This design comes from an exercise in tuning for small area, a short achievable clock period and few clock cycles on the open sky130 flow, not from production work. In this exercise RTL edits were held to simulation tests only and were not proved equivalent to the original.

==> flow/design.v <==
module agu_tile_stream #(
  parameter int                    ADDR_WIDTH = 32,
  parameter int                    IDX_WIDTH  = 16,
  parameter int                    LANES      = 4,
  parameter int                    FIFO_DEPTH = 4,
  parameter logic [ADDR_WIDTH-1:0] NULL_ADDR  = '1
) (
  input  logic                  clk,
  input  logic                  rst,
  input  logic                  cfg_valid_i,
  output logic                  cfg_ready_o,
  input  logic [IDX_WIDTH-1:0]  mat_m_i, mat_k_i, mat_n_i,
  input  logic [IDX_WIDTH-1:0]  tm_i, tn_i, tk_i,
  input  logic [ADDR_WIDTH-1:0] base_a_i, base_b_i, base_c_i,
  input  logic [1:0]            elem_shift_i,
  input  logic                  tile_req_i,
  output logic                  tile_done_o,
  output logic                  all_tiles_done_o,
  output logic                  busy_o,
  output logic                  out_valid,
  input  logic                  out_ready,
  output logic [LANES*ADDR_WIDTH-1:0] out_addr,
  output logic [LANES-1:0]      out_null,
  output logic [1:0]            out_id,
  output logic                  out_last
);
  localparam int AW = ADDR_WIDTH;
  localparam int IW = IDX_WIDTH;
  localparam int SW = IW + 3;               
  localparam int LB = $clog2(LANES) + 3;    
  localparam int HW = AW - LB;
  localparam logic [1:0] SEG_A = 2'd0, SEG_B = 2'd1, SEG_C = 2'd2;
  logic busy_q, init_q, armed_q, run_q, done_q, last_q;
  logic [1:0]    seg_q, sh_q;
  logic          lk_q, lm_q;                
  logic          ce_q, re_q;                
  logic [IW-1:0] k_q, n_q, tm_q, tn_q, tk_q;
  logic [IW-1:0] rm_q, rn_q, rk_q, ko_q, no_q;
  logic [IW-1:0] rr_q, rc_q;                
  logic [AW-1:0] p_q, r_q, am_q, bk_q, bb_q, cm_q;
  logic cfg_acc, zero_cfg, valid, pop, adv;
  logic last_m, last_n, last_k, walk_end;
  logic [IW-1:0] em, en, ek;
  logic [IW:0]   dm, dn, dk;
  assign cfg_acc  = cfg_valid_i & ~busy_q;
  assign zero_cfg = (mat_m_i == '0) | (mat_k_i == '0) | (mat_n_i == '0) |
                    (tm_i == '0) | (tn_i == '0) | (tk_i == '0);
  assign dm     = {1'b0, rm_q} - {1'b0, tm_q};
  assign dn     = {1'b0, rn_q} - {1'b0, tn_q};
  assign dk     = {1'b0, rk_q} - {1'b0, tk_q};
  assign last_m = dm[IW] | (dm[IW-1:0] == '0);
  assign last_n = dn[IW] | (dn[IW-1:0] == '0);
  assign last_k = dk[IW] | (dk[IW-1:0] == '0);
  assign em     = last_m ? rm_q : tm_q;
  assign en     = last_n ? rn_q : tn_q;
  assign ek     = last_k ? rk_q : tk_q;
  assign walk_end = (seg_q == SEG_C) & lm_q & last_n;
  assign valid = run_q | (armed_q & tile_req_i);
  assign pop   = valid & out_ready;
  assign adv   = pop | init_q;
  assign out_valid        = valid;
  assign tile_done_o      = out_ready & last_q;
  assign cfg_ready_o      = ~busy_q;
  assign busy_o           = busy_q;
  assign all_tiles_done_o = done_q;
  assign out_id           = seg_q;
  assign out_last         = last_q;
  localparam int GN = (HW + 3) / 4;
  logic [HW-1:0]               hi, t;
  logic [GN-1:0]               gf_q;
  logic [LANES-1:1]            c_q, nul_q;
  logic [LANES-1:1][LB-1:0]    lo_q;
  assign hi = p_q[AW-1:LB];
  always_comb begin
    for (int i = 0; i < HW; i++) begin
      t[i] = 1'b1;
      for (int j = 0; j < i / 4; j++) t[i] = t[i] & gf_q[j];
      for (int b = (i / 4) * 4; b < i; b++) t[i] = t[i] & hi[b];
    end
  end
  assign out_null[0]      = 1'b0;
  assign out_addr[AW-1:0] = p_q;
  for (genvar l = 1; l < LANES; l++) begin : g_lane
    assign out_null[l]          = nul_q[l];
    assign out_addr[l*AW +: AW] = nul_q[l] ? NULL_ADDR : {hi ^ (t & {HW{c_q[l]}}), lo_q[l]};
  end
  localparam int EV_START = 0, EV_INROW = 1, EV_ROW = 2, EV_TOB = 3, EV_TOC = 4;
  logic [4:0]    ev_q, ev_n;
  logic          start, inrow, rowadv, to_b, to_c, ce_n, re_n, lk_n, last_n_beat;
  logic [1:0]    seg_n;
  logic [IW-1:0] y, w_n, h_n;
  logic [SW-1:0] y_s, z_s;
  logic [AW-1:0] x, madd, uadd;
  logic [GN-1:0] gf_n;
  logic [LANES-1:1] c_n, nul_n;
  logic [LANES-1:1][LB-1:0] lo_n;
  logic [IW-1:0] rc_n;
  assign start  = ev_q[EV_START];
  assign inrow  = ev_q[EV_INROW];
  assign rowadv = ev_q[EV_ROW];
  assign to_b   = ev_q[EV_TOB];
  assign to_c   = ev_q[EV_TOC];
  always_comb begin
    x = ({AW{start}} & am_q) | ({AW{inrow}} & p_q) | ({AW{rowadv}} & r_q) |
        ({AW{to_b}} & bk_q) | ({AW{to_c}} & cm_q);
    y = ({IW{start}} & ko_q) | ({IW{inrow}} & IW'(LANES)) |
        ({IW{rowadv & (seg_q == SEG_A)}} & k_q) | ({IW{rowadv & (seg_q != SEG_A)}} & n_q) |
        ({IW{to_b | to_c}} & no_q);
  end
  assign y_s  = SW'(y) << sh_q;
  assign madd = x + AW'(y_s);
  always_comb begin
    logic [4*GN-1:0] h;
    h = {{(4*GN-HW){1'b1}}, madd[AW-1:LB]};
    for (int j = 0; j < GN; j++) gf_n[j] = &h[4*j +: 4];
  end
  for (genvar l = 1; l < LANES; l++) begin : g_carry
    logic [LB:0] lo;
    assign lo     = {1'b0, madd[LB-1:0]} + ((LB+1)'(l) << sh_q);
    assign c_n[l]  = lo[LB];
    assign lo_n[l] = lo[LB-1:0];
    assign nul_n[l] = (rc_n[IW-1:2] == '0) & (rc_n[1:0] <= 2'(l));
  end
  assign z_s  = SW'((seg_q == SEG_A) ? rk_q : rn_q) << sh_q;
  assign uadd = r_q + AW'(z_s);
  always_comb begin
    seg_n = seg_q; lk_n = lk_q;
    w_n = (seg_q == SEG_A) ? ek : en;
    h_n = rr_q - IW'(1);
    if (start)     begin seg_n = SEG_A; w_n = ek; h_n = em; end
    else if (to_b) begin seg_n = SEG_B; w_n = en; h_n = ek; lk_n = last_k; end
    else if (to_c) begin seg_n = SEG_C; w_n = en; h_n = em; end
  end
  assign rc_n = inrow ? rc_q - IW'(LANES) : w_n;
  assign ce_n = inrow ? (rc_q <= IW'(2*LANES)) : (w_n <= IW'(LANES));
  assign re_n = inrow ? re_q : (h_n == IW'(1));
  assign last_n_beat = ce_n & re_n & ((seg_n == SEG_C) | ((seg_n == SEG_B) & ~lk_n));
  always_comb begin
    ev_n = '0;
    if (last_n_beat)           ev_n[EV_START] = 1'b1;
    else if (!ce_n)            ev_n[EV_INROW] = 1'b1;
    else if (!re_n)            ev_n[EV_ROW]   = 1'b1;
    else if (seg_n == SEG_A)   ev_n[EV_TOB]   = 1'b1;
    else                       ev_n[EV_TOC]   = 1'b1;
  end
  always_ff @(posedge clk or posedge rst) begin
    if (rst) begin
      busy_q <= 1'b0; init_q <= 1'b0; armed_q <= 1'b0; run_q <= 1'b0;
      done_q <= 1'b0; last_q <= 1'b0;
    end else if (cfg_acc) begin
      busy_q <= ~zero_cfg; init_q <= ~zero_cfg; armed_q <= 1'b0; run_q <= 1'b0;
      done_q <= zero_cfg; last_q <= 1'b0;
    end else begin
      init_q <= 1'b0;
      if (init_q) armed_q <= 1'b1;
      if (busy_q & tile_req_i) run_q <= 1'b1;
      if (adv) last_q <= last_n_beat;
      if (pop & last_q) begin
        run_q <= 1'b0;
        if (walk_end) begin busy_q <= 1'b0; armed_q <= 1'b0; done_q <= 1'b1; end
      end
    end
  end
  always_ff @(posedge clk) begin
    if (!busy_q) begin
      k_q <= mat_k_i; n_q <= mat_n_i; tm_q <= tm_i; tn_q <= tn_i; tk_q <= tk_i;
      sh_q <= elem_shift_i;
      rm_q <= mat_m_i; rn_q <= mat_n_i; rk_q <= mat_k_i; ko_q <= '0; no_q <= '0;
      am_q <= base_a_i; bk_q <= base_b_i; bb_q <= base_b_i; cm_q <= base_c_i;
      ev_q <= 5'(1 << EV_START);
    end else if (adv) begin
      p_q <= madd; gf_q <= gf_n; c_q <= c_n; lo_q <= lo_n; nul_q <= nul_n; ev_q <= ev_n;
      rc_q <= rc_n;
      if (!inrow) begin r_q <= madd; rr_q <= h_n; end
      seg_q <= seg_n; lk_q <= lk_n; ce_q <= ce_n; re_q <= re_n;
      if (last_q) begin
        if (lk_q) begin
          rn_q <= last_n ? n_q : dn[IW-1:0];
          no_q <= last_n ? '0 : no_q + tn_q;
        end
        if (lk_q & last_n) cm_q <= uadd;
        if (~lk_q) bk_q <= uadd;
      end
      if (to_b) begin
        rk_q <= last_k ? k_q : dk[IW-1:0];
        ko_q <= last_k ? '0 : ko_q + tk_q;
        if (last_n & last_k) am_q <= uadd;
      end
      if (to_c) begin
        lm_q <= last_m;
        bk_q <= bb_q;
        if (last_n) rm_q <= dm[IW-1:0];
      end
    end
  end
endmodule
Settings: LEC_CHECK=0, ABC_AREA=1, CAP_MARGIN=20, CORE_MARGIN=2, CORE_UTILIZATION=55, CTS_CLUSTER_DIAMETER=100, CTS_CLUSTER_SIZE=20, PLACE_DENSITY=0.7, SETUP_SLACK_MARGIN=5, SLEW_MARGIN=20; clock period 13.5 ns.
standard.sh (not shown) runs the stock make flow with config.mk's settings and CLKGATE_MAP_FILE= SYNTH_SCRIPT=/design/flow/synth_recipe.tcl, a recipe that flattens the netlist after the stock synthesis.
==> flow/flow/run.sh <==
#!/bin/bash
# The standard layout (the standard.sh: its synthesis, floorplan, power grid,
# placement, CTS and routing unchanged), with one difference: the buffers that
# placement puts on every input and output port are sky130_fd_sc_hd__buf_1
# cells instead of the default delay-cell buffers.
set -euo pipefail
export BUFFER_PORTS_ARGS="-buffer_cell sky130_fd_sc_hd__buf_1"
bash standard.sh finish > flow_make.log 2>&1
Testbench counts at the start, summed over its fixed seeds: cycles 105,238.
==> next run, changes <==
--- a/flow/design.v
+++ b/flow/design.v
@@ -41,16 +41,16 @@
   logic cfg_acc, zero_cfg, valid, pop, adv;
   logic last_m, last_n, last_k, walk_end;
   logic [IW-1:0] em, en, ek;
-  logic [IW:0]   dm, dn, dk;
+  logic [IW-1:0] dm, dn, dk;
   assign cfg_acc  = cfg_valid_i & ~busy_q;
   assign zero_cfg = (mat_m_i == '0) | (mat_k_i == '0) | (mat_n_i == '0) |
                     (tm_i == '0) | (tn_i == '0) | (tk_i == '0);
-  assign dm     = {1'b0, rm_q} - {1'b0, tm_q};
-  assign dn     = {1'b0, rn_q} - {1'b0, tn_q};
-  assign dk     = {1'b0, rk_q} - {1'b0, tk_q};
-  assign last_m = dm[IW] | (dm[IW-1:0] == '0);
-  assign last_n = dn[IW] | (dn[IW-1:0] == '0);
-  assign last_k = dk[IW] | (dk[IW-1:0] == '0);
+  assign dm     = rm_q - tm_q;
+  assign dn     = rn_q - tn_q;
+  assign dk     = rk_q - tk_q;
+  assign last_m = rm_q <= tm_q;
+  assign last_n = rn_q <= tn_q;
+  assign last_k = rk_q <= tk_q;
   assign em     = last_m ? rm_q : tm_q;
   assign en     = last_n ? rn_q : tn_q;
   assign ek     = last_k ? rk_q : tk_q;
@@ -175,21 +175,21 @@
       seg_q <= seg_n; lk_q <= lk_n; ce_q <= ce_n; re_q <= re_n;
       if (last_q) begin
         if (lk_q) begin
-          rn_q <= last_n ? n_q : dn[IW-1:0];
+          rn_q <= last_n ? n_q : dn;
           no_q <= last_n ? '0 : no_q + tn_q;
         end
         if (lk_q & last_n) cm_q <= uadd;
         if (~lk_q) bk_q <= uadd;
       end
       if (to_b) begin
-        rk_q <= last_k ? k_q : dk[IW-1:0];
+        rk_q <= last_k ? k_q : dk;
         ko_q <= last_k ? '0 : ko_q + tk_q;
         if (last_n & last_k) am_q <= uadd;
       end
       if (to_c) begin
         lm_q <= last_m;
         bk_q <= bb_q;
-        if (last_n) rm_q <= dm[IW-1:0];
+        if (last_n) rm_q <= dm;
       end
     end
   end
Result: Final area fell by 2.7%. Non-clock buffer count rose by 3. Die area shrinks by 2.7%. Global-route usage came out higher by 2.3 points. Fmax went up by 2.5%. Setup slack is better by 0.14 ns. Cell count falls by 5.6%. Clock-buffer cell count rises by 1. Via count falls by 1.4%. Synthesized cell count fell by 7.0%.
Testbench counts after the change, summed over its fixed seeds: cycles 105,238.

re-timing with driven ports:
The results above use ideal ports. As a check the final layouts listed here were re-extracted and re-timed, cells and wires unchanged. Step 1 (the two cells are an assumption about what drives the block):
set clk [get_ports {clk}]
set_driving_cell -lib_cell sky130_fd_sc_hd__clkbuf_16 $clk
set_driving_cell -lib_cell sky130_fd_sc_hd__buf_2 [delete_from_list [all_inputs] $clk]
Step 2 adds t to the input delays and takes it off the output delays; t is the mean of the earliest and latest rising clock arrival at the registers after step 1. Input paths then give back, and output paths get back, about the clock's delay inside the block. Three values: ideal ports, drivers, drivers and shift; two values: the first two.
run	t (ns)	setup WS [ns]	worst slew at a driven data input, ns
the first run	0.657	7.591 / 7.527 / 7.360	0.10
the second run	0.651	7.736 / 7.709 / 7.709	0.09
After both steps every run listed still meets setup and hold. For the first run, which loses most, drivers alone change the setup slack by -0.064 ns; drivers and shift together by -0.231 ns.
